Context: an optimization exercise on an open-source flow, tuned for small area. The choices shown serve that exercise and are no tape-out recipe. The RTL was checked by simulation tests, not by an equivalence proof against the original design. Power figures rest on the tool's default switching activity, not on a simulated workload.

$ cat design/flow/config.mk
export PLATFORM = sky130hd
export DESIGN_NAME = fixed_slot_pool_allocator_top
export DESIGN_NICKNAME = fixed_slot_pool_allocator_top
export VERILOG_FILES = /design/flow/design.v
export SDC_FILE = /design/flow/constraint.sdc
export NUM_CORES = 4
export LEC_CHECK = 0
export CAP_MARGIN = 20
export CORE_MARGIN = 2
export CORE_UTILIZATION = 40
export SLEW_MARGIN = 20
$ cat design/flow/constraint.sdc
create_clock -name core_clock -period 7.0 [get_ports {clk}]
set_input_delay 1.4000 -clock core_clock [delete_from_list [all_inputs] [get_ports {clk}]]
set_output_delay 1.4000 -clock core_clock [all_outputs]
set_load 0.01 [all_outputs]
$ cat design/flow/design.v
`timescale 1ns / 1ps
`default_nettype none
package fspa_pkg;
	localparam int SLOTS       = 64;
	localparam int IDX_W       = $clog2(SLOTS);
	localparam int CNT_W       = $clog2(SLOTS + 1);
	localparam int SLOT_W      = 6;
	localparam int UNITS_W     = 8;
	localparam int UNIT_SHIFT  = 8;
	localparam int PROD_W      = SLOT_W + UNITS_W;
	localparam int OFFSET_W    = 22;
	localparam int BASE_W      = 48;
	localparam int ADDR_W      = 49;
	localparam int CFG_IDX_W   = 1;
	typedef enum logic {
		ACT_ALLOC = 1'b0,
		ACT_FREE  = 1'b1
	} action_t;
	typedef enum logic [1:0] {
		ST_GRANTED = 2'd0,
		ST_EMPTY   = 2'd1,
		ST_FREED   = 2'd2,
		ST_DOUBLE  = 2'd3
	} status_t;
	typedef enum logic [CFG_IDX_W-1:0] {
		CFG_SLOT_SIZE = 1'b0,
		CFG_BASE      = 1'b1
	} cfg_reg_t;
	typedef struct packed {
		action_t             action;
		logic [SLOT_W-1:0]   slot_id;
	} req_t;
	typedef struct packed {
		status_t             status;
		logic [SLOT_W-1:0]   granted_slot;
		logic [OFFSET_W-1:0] byte_offset;
		logic [ADDR_W-1:0]   device_address;
	} rsp_t;
	typedef struct packed {
		logic              push;
		logic              pop;
		logic [IDX_W-1:0]  push_id;
	} fq_ctrl_t;
	typedef struct packed {
		logic [CNT_W-1:0]  count;
		logic [IDX_W-1:0]  head_id;
	} fq_stat_t;
endpackage
`default_nettype wire
`timescale 1ns / 1ps
`default_nettype none
module fspa_free_queue (
	input  wire logic            clk,
	input  wire logic            arst_n,
	input  wire fspa_pkg::fq_ctrl_t ctrl,
	output fspa_pkg::fq_stat_t   stat
);
	logic [fspa_pkg::IDX_W-1:0] mem_q [fspa_pkg::SLOTS];
	logic [fspa_pkg::SLOTS-1:0] written_q;
	logic [fspa_pkg::IDX_W-1:0] head_q;
	logic [fspa_pkg::IDX_W-1:0] tail_q;
	logic [fspa_pkg::CNT_W-1:0] count_q;
	logic [fspa_pkg::IDX_W-1:0] head_next;
	logic [fspa_pkg::IDX_W-1:0] tail_next;
	logic [fspa_pkg::IDX_W-1:0] mem_rd_q;
	logic                       written_rd_q;
	logic                       byp_q;
	logic [fspa_pkg::IDX_W-1:0] byp_id_q;
	always_comb begin
		head_next = head_q;
		if (ctrl.pop) begin
			head_next = (head_q == fspa_pkg::IDX_W'(fspa_pkg::SLOTS - 1)) ? '0 : head_q + 1'b1;
		end
		tail_next = (tail_q == fspa_pkg::IDX_W'(fspa_pkg::SLOTS - 1)) ? '0 : tail_q + 1'b1;
	end
	always_ff @(posedge clk) begin
		if (ctrl.push) begin
			mem_q[tail_q] <= ctrl.push_id;
		end
		mem_rd_q <= mem_q[head_next];
		byp_id_q <= ctrl.push_id;
	end
	always_ff @(posedge clk or negedge arst_n) begin
		if (!arst_n) begin
			written_q    <= '0;
			head_q       <= '0;
			tail_q       <= '0;
			count_q      <= fspa_pkg::CNT_W'(fspa_pkg::SLOTS);
			written_rd_q <= 1'b0;
			byp_q        <= 1'b0;
		end else begin
			head_q       <= head_next;
			written_rd_q <= written_q[head_next];
			byp_q        <= ctrl.push && (tail_q == head_next);
			if (ctrl.push) begin
				written_q[tail_q] <= 1'b1;
				tail_q            <= tail_next;
			end
			if (ctrl.push && !ctrl.pop) begin
				count_q <= count_q + 1'b1;
			end else if (ctrl.pop && !ctrl.push) begin
				count_q <= count_q - 1'b1;
			end
		end
	end
	always_comb begin
		stat.count = count_q;
		if (byp_q) begin
			stat.head_id = byp_id_q;
		end else if (written_rd_q) begin
			stat.head_id = mem_rd_q;
		end else begin
			stat.head_id = head_q;
		end
	end
endmodule
`default_nettype wire
`timescale 1ns / 1ps
`default_nettype none
module fspa_addr_calc (
	input  wire logic [fspa_pkg::SLOT_W-1:0]   slot_id,
	input  wire logic [fspa_pkg::UNITS_W-1:0]  slot_size_units,
	input  wire logic [fspa_pkg::BASE_W-1:0]   base_address,
	output logic      [fspa_pkg::OFFSET_W-1:0] byte_offset,
	output logic      [fspa_pkg::ADDR_W-1:0]   device_address
);
	logic [fspa_pkg::PROD_W-1:0] prod;
	always_comb begin
		prod           = fspa_pkg::PROD_W'(slot_id) * fspa_pkg::PROD_W'(slot_size_units);
		byte_offset    = {prod, fspa_pkg::UNIT_SHIFT'(0)};
		device_address = fspa_pkg::ADDR_W'(base_address) + fspa_pkg::ADDR_W'(byte_offset);
	end
endmodule
`default_nettype wire
`timescale 1ns / 1ps
`default_nettype none
module fixed_slot_pool_allocator_top (
	input  wire logic                            clk,
	input  wire logic                            arst_n,
	input  wire logic                            req_valid,
	output logic                                 req_stall,
	input  wire fspa_pkg::req_t                  req,
	output logic                                 rsp_valid,
	input  wire logic                            rsp_stall,
	output fspa_pkg::rsp_t                       rsp,
	input  wire logic                            cfg_valid,
	output logic                                 cfg_ready,
	input  wire logic [fspa_pkg::CFG_IDX_W-1:0]  cfg_index,
	input  wire logic [fspa_pkg::BASE_W-1:0]     cfg_data
);
	fspa_pkg::req_t                    req_s1;
	logic                              vld_s1;
	fspa_pkg::rsp_t                    rsp_q;
	logic                              rsp_vld_q;
	logic [fspa_pkg::UNITS_W-1:0]      slot_size_q;
	logic [fspa_pkg::BASE_W-1:0]       base_q;
	logic [fspa_pkg::SLOTS-1:0]        in_use_q;
	fspa_pkg::fq_ctrl_t                fq_ctrl;
	fspa_pkg::fq_stat_t                fq_stat;
	fspa_pkg::rsp_t                    rsp_d;
	logic [fspa_pkg::OFFSET_W-1:0]     calc_offset;
	logic [fspa_pkg::ADDR_W-1:0]       calc_addr;
	logic                              adv;
	logic                              accept;
	logic                              grant;
	logic                              release_ok;
	assign cfg_ready = 1'b1;
	assign adv       = vld_s1 && (!rsp_vld_q || !rsp_stall);
	assign req_stall = vld_s1 && !adv;
	assign accept    = req_valid && !req_stall;
	assign rsp_valid = rsp_vld_q;
	assign rsp       = rsp_q;
	fspa_free_queue u_free_queue (
		.clk    (clk),
		.arst_n (arst_n),
		.ctrl   (fq_ctrl),
		.stat   (fq_stat)
	);
	fspa_addr_calc u_addr_calc (
		.slot_id         (fq_stat.head_id),
		.slot_size_units (slot_size_q),
		.base_address    (base_q),
		.byte_offset     (calc_offset),
		.device_address  (calc_addr)
	);
	always_comb begin
		grant      = (req_s1.action == fspa_pkg::ACT_ALLOC) && (fq_stat.count != '0);
		release_ok = (req_s1.action == fspa_pkg::ACT_FREE) && in_use_q[req_s1.slot_id]
			&& (fq_stat.count != fspa_pkg::CNT_W'(fspa_pkg::SLOTS));
		fq_ctrl.pop     = adv && grant;
		fq_ctrl.push    = adv && release_ok;
		fq_ctrl.push_id = req_s1.slot_id;
		rsp_d = '0;
		if (req_s1.action == fspa_pkg::ACT_ALLOC) begin
			if (grant) begin
				rsp_d.status         = fspa_pkg::ST_GRANTED;
				rsp_d.granted_slot   = fq_stat.head_id;
				rsp_d.byte_offset    = calc_offset;
				rsp_d.device_address = calc_addr;
			end else begin
				rsp_d.status = fspa_pkg::ST_EMPTY;
			end
		end else begin
			rsp_d.status = release_ok ? fspa_pkg::ST_FREED : fspa_pkg::ST_DOUBLE;
		end
	end
	always_ff @(posedge clk) begin
		if (accept) begin
			req_s1 <= req;
		end
		if (adv) begin
			rsp_q <= rsp_d;
		end
	end
	always_ff @(posedge clk or negedge arst_n) begin
		if (!arst_n) begin
			vld_s1      <= 1'b0;
			rsp_vld_q   <= 1'b0;
			slot_size_q <= fspa_pkg::UNITS_W'(1);
			base_q      <= '0;
			in_use_q    <= '0;
		end else begin
			if (accept) begin
				vld_s1 <= 1'b1;
			end else if (adv) begin
				vld_s1 <= 1'b0;
			end
			if (adv) begin
				rsp_vld_q <= 1'b1;
			end else if (!rsp_stall) begin
				rsp_vld_q <= 1'b0;
			end
			if (fq_ctrl.pop) begin
				in_use_q[fq_stat.head_id] <= 1'b1;
			end
			if (fq_ctrl.push) begin
				in_use_q[req_s1.slot_id] <= 1'b0;
			end
			if (cfg_valid && cfg_ready) begin
				unique case (cfg_index)
					fspa_pkg::CFG_SLOT_SIZE: begin
						slot_size_q <= cfg_data[fspa_pkg::UNITS_W-1:0];
					end
					fspa_pkg::CFG_BASE: begin
						base_q <= cfg_data;
					end
					default: begin
					end
				endcase
			end
		end
	end
endmodule
`default_nettype wire
$ cat design/flow/run.sh
#!/bin/bash
# synth_recipe.tcl (not shown) runs the flow's synth.tcl, then flattens the netlist and writes it again
# the make line also repeats each setting of config.mk as NAME=value (left out here)
make -C /OpenROAD-flow-scripts/flow DESIGN_CONFIG=/design/flow/config.mk WORK_HOME=/design/flow/orfs CLKGATE_MAP_FILE= SYNTH_SCRIPT=/design/flow/synth_recipe.tcl finish
==> impl_results.md <==
* Nets at 2722
* RR Startpoint: u_free_queue.written_rd_q
* Comb power frac at 0.041
* CTS H-tree lvls at 3
* Slew @ Worst Pin at around 1.2 ns
* GRT Util Overall at 0.2000
* Via count at between 20000 and 25000
* Slew Limit Fails at 0
* Pwr/cell area at approximately 240 nW/um2
* Fin crit period at between 6 and 7 ns
* Reg power frac at 0.515
* Initial drt markers at between 2000 and 2500
* Outcome: no timing/DRC/antenna violations
* Peak VDD IR at approximately 0.00022 V
* Routability Congestion at roughly 0.88
* WL per Instance at 22.14 um
* Mapped Area at between 30000 and 40000 um2
* Crit path max fanout at 13
* # DRC at 0
* Setup TNS at 0 ns
* Post-synth EDFFs at 462
* Seq/Total Area, Yosys at 0.6156
* CP Capture Type: register
* CP Data Arrival Time at ~6.8 ns
* HPWL after DPL at roughly 54 mm
* Final worst setup slack at 0.5253 ns
* Crit-path max cell delay at between 0.5 and 0.6 ns
* Leakage Power at between 10 and 15 nW
* Total setup buffers inserted after CTS at 0
* Yosys top cell by area: edfxtp_1
* Pre-Repair DR Iteration Count at 7
* Internal power at about 6.8 mW
* Hold Slack at 0.4636 ns
* Mapped Avg Cell Area at about 13 um2
* Layout fillers at a little under 7000
* Commonest non-fill, non-tap cell in the layout: edfxtp_1
* WL final at about 81 mm
* Final setup fails at 0
* Net Sw Power at approximately 1.9 mW
* Setup CP Type: reg -> reg
* Routed Antenna Nets at 0
* Initial antenna violation count at 1
* Fraction of layout cells with a size suffix above 1 at 0.1146
* Final Hold Viols at 0
* Slowest cell on the critical path: fa_1
* Largest family of logic cells by synthesized area: simple AND/OR/NAND/NOR gates
* Routed vias/inst at around 5.6
* CP Launch Type: register
* Post-Place Setup Slack at ~0.17 ns
* Core box area at roughly 77000 um2
* Largest net degree at the start of global routing at 89
* Die Area at approximately 81000 um2
* Number of buffers added on ports at approximately 130
* Clk Tree Root Cell: clkbuf_16
* Synth Instances at around 2500
* Clock Skews at just over 0.03 ns
* CTS Sinks at roughly 700
* Die X at approximately 280 um
* Top-area cell type share of the netlist area at 0.4426
* Overall power at 8.679 mW
* Post-synth ARST share at 0.3040
* Longest Clk Path Bufs at 3
* # IOs at between 100 and 150
* CTS tree: yes
* Synth unique cells at 75
* #FFs+latches synth at between 600 and 700
* Crit path required time at 7.32 ns
* Total congestion overflow at 0
* Max-Slew Margin vs Limit at 0.1795
* Yosys warns at 3
* RSZ-0062 raised after global routing: no
* Sw frac at 0.2145
* Placed Area at 33760 um2
* Adder-Cell Fraction of Synth Area at 0.03960
* Clock transition at path regs at approximately 0.060 ns
* Synth Area in Compound Gates at 0.09741
* Clock latency (worst-skew pair) at ~0.63 ns
* First-pass GRT wire length at about 130 mm
* Synth Area in XOR/XNOR at 0.01481
* Final Cycle Share at 0.9250
* Design Area, Final at 36200 um2
* Worst Hold Class: reg -> reg
* Commonest non-fill, non-tap cells in the layout: 462 x edfxtp_1, 244 x nand2_1, 205 x dfrtp_1, 142 x nor2_1, 132 x clkdlybuf4s50_1
* Fmax achieved at ~0.15 GHz
* Die Y at about 280 um
* Most used DFF post-synth: edfxtp_1
* Hold_sp: u_free_queue.written_q[37]
* Core Rows at ~100
* Inserted Diodes at 0
* Num CTS Buffers at 75
* Mux cell area share after synthesis at 0.09465
* Largest cells by area after synthesis: edfxtp_1 44%, dfrtp_1 16%, mux2i_1 4.2%
* Max-Cap Viols at 0
* Critical path origin: u_free_queue.written_rd_q
* Post-Synth Simple-Gate Area at 0.1050
* Share of total power in the clock network at 0.444
* Vias in the first global route at ~21000
* Initial Util at 0.4046
* Area growth syn-to-layout at 15.51%
layer usage:
layer,share of wire,GRT usage
met5,0,0
met4,0.028,0.05979
met3,0.067,0.03256
met2,0.48,0.3358
met1,0.42,0.2669
logic make-up after synthesis:
kind of cell    Yosys count
fa+ha+maj                83
simple gates            698
flops                   681
buf+inv                 233
xor+xnor                 53
other cells               2
compound gates          469
mux                     236
flip-flops by register name (all words and copies together), names as in the netlist, 6 cells and up:
register	cells
u_free_queue.written_q	64
u_free_queue.count_q	7
req_s1	7
slot_size_q	8
u_free_queue.mem_rd_q	6
u_free_queue.tail_q	6
u_free_queue.head_q	6
base_q	48
rsp_q	71
u_free_queue.mem_q	384
u_free_queue.byp_id_q	6
in_use_q	64
worst max-delay path, delay by kind of cell, from the launching register on:
family / cells / cell delay, ns
AOI/OAI and AO/OA: 9 / 1.93
xor gates and xnor gates: 1 / 0.16
adders and majority gates: 5 / 2.16
buffers and inverters: 4 / 0.35
DFF: 1 / 0.52
muxes: 1 / 0.28
and+or+nand+nor: 5 / 0.78
repair_timing:
action                     4_1_cts  5_1_grt
resized for setup                0        6
setup endpoints to repair        0        8
hold buffers                     0        0
power groups by stage:
stage                     logic (mW)  clock network, mW  registers [mW]
after global placement         0.347                  0            4.55
after detailed placement       0.361                  0            4.55
final                          0.359               3.85            4.47
after floorplan                0.157                  0            4.55
after global routing           0.393               4.07            4.48
after CTS                      0.364               3.91            4.47
area by class of cell:
class                   instances  area, um2  share of cell area
clock buffers                 105       2155             0.05951
clock inverters                29      254.0            0.007016
inverters                      95      364.1             0.01006
multi-input cells            1548      11130              0.3075
flip-flops and latches        681      19300              0.5330
well taps                    1040       1301             0.03594
repair buffers                177       1702             0.04700
worst paths after layout:
kind,to,slack [ns],depth (start not counted)
setup / recovery,rsp_q[42],0.53,25
hold / removal,u_free_queue.written_q[37],0.46,2
setup reg to reg,rsp_q[42],0.53,25
hold reg to reg,u_free_queue.written_q[37],0.46,2
max in group asynchronous,u_free_queue.written_q[41],4.82,2
min in group asynchronous,base_q[1],0.87,1
synthesized netlist by cell type (all sizes together), types with 4 or more instances:
| cell | count |
|---|---|
| a21boi | 6 |
| o2111ai | 4 |
| nand2 | 245 |
| ha | 56 |
| clkbuf | 67 |
| nor3b | 5 |
| a21oi | 131 |
| nor2 | 149 |
| edfxtp | 462 |
| a31oi | 75 |
| nor4 | 13 |
| or3 | 14 |
| o21bai | 59 |
| mux2 | 63 |
| a211oi | 37 |
| buf | 71 |
| nand4 | 13 |
| inv | 93 |
| a22oi | 6 |
| mux2i | 131 |
| a21o | 16 |
| o21a | 4 |
| and2 | 65 |
| xor2 | 12 |
| xnor2 | 41 |
| dfxtp | 12 |
| o211ai | 10 |
| o22ai | 16 |
| or4 | 7 |
| nor2b | 30 |
| o21ai | 56 |
| mux4 | 42 |
| dfrtp | 205 |
| a32oi | 7 |
| nand2b | 5 |
| o221ai | 7 |
| nand3 | 96 |
| and3 | 14 |
| o31ai | 10 |
| nor3 | 35 |
| fa | 27 |
metrics by stage:
stage | cells | utilization
after floorplan | 2462 | -
after global placement | 3539 | 0.4355
after detailed placement | 3541 | 0.4359
after CTS | 3675 | 0.4670
after global routing | 3675 | 0.4673
final | 3675 | 0.4673

[what the ideal ports hide]
How much do the figures lean on ideal ports? The routed layout below was timed once more, with nothing changed but the port constraints.
Step 1 (the two cells are an assumption about what drives the block):
set clk [get_ports {clk}]
set_driving_cell -lib_cell sky130_fd_sc_hd__clkbuf_16 $clk
set_driving_cell -lib_cell sky130_fd_sc_hd__buf_2 [delete_from_list [all_inputs] $clk]
Step 2 moves the port delays by t, midway between the first and last clock arrival at a register: inputs arrive t later, outputs are due t later. That takes back most of the time a late clock gives input paths.
Slacks: no drivers / after step 1 / after step 2; pairs: no drivers / after step 1.
t, ns: 0.683
setup WS [ns]: 0.525 / 0.525 / 0.525
latest minus earliest clock arrival (ns): 0.031 / 0.031
cell pins on the clock port's net: 1
After both steps setup and hold are still met in this run. For this run, drivers alone change the setup slack by 0.000 ns; drivers and shift together by 0.000 ns.
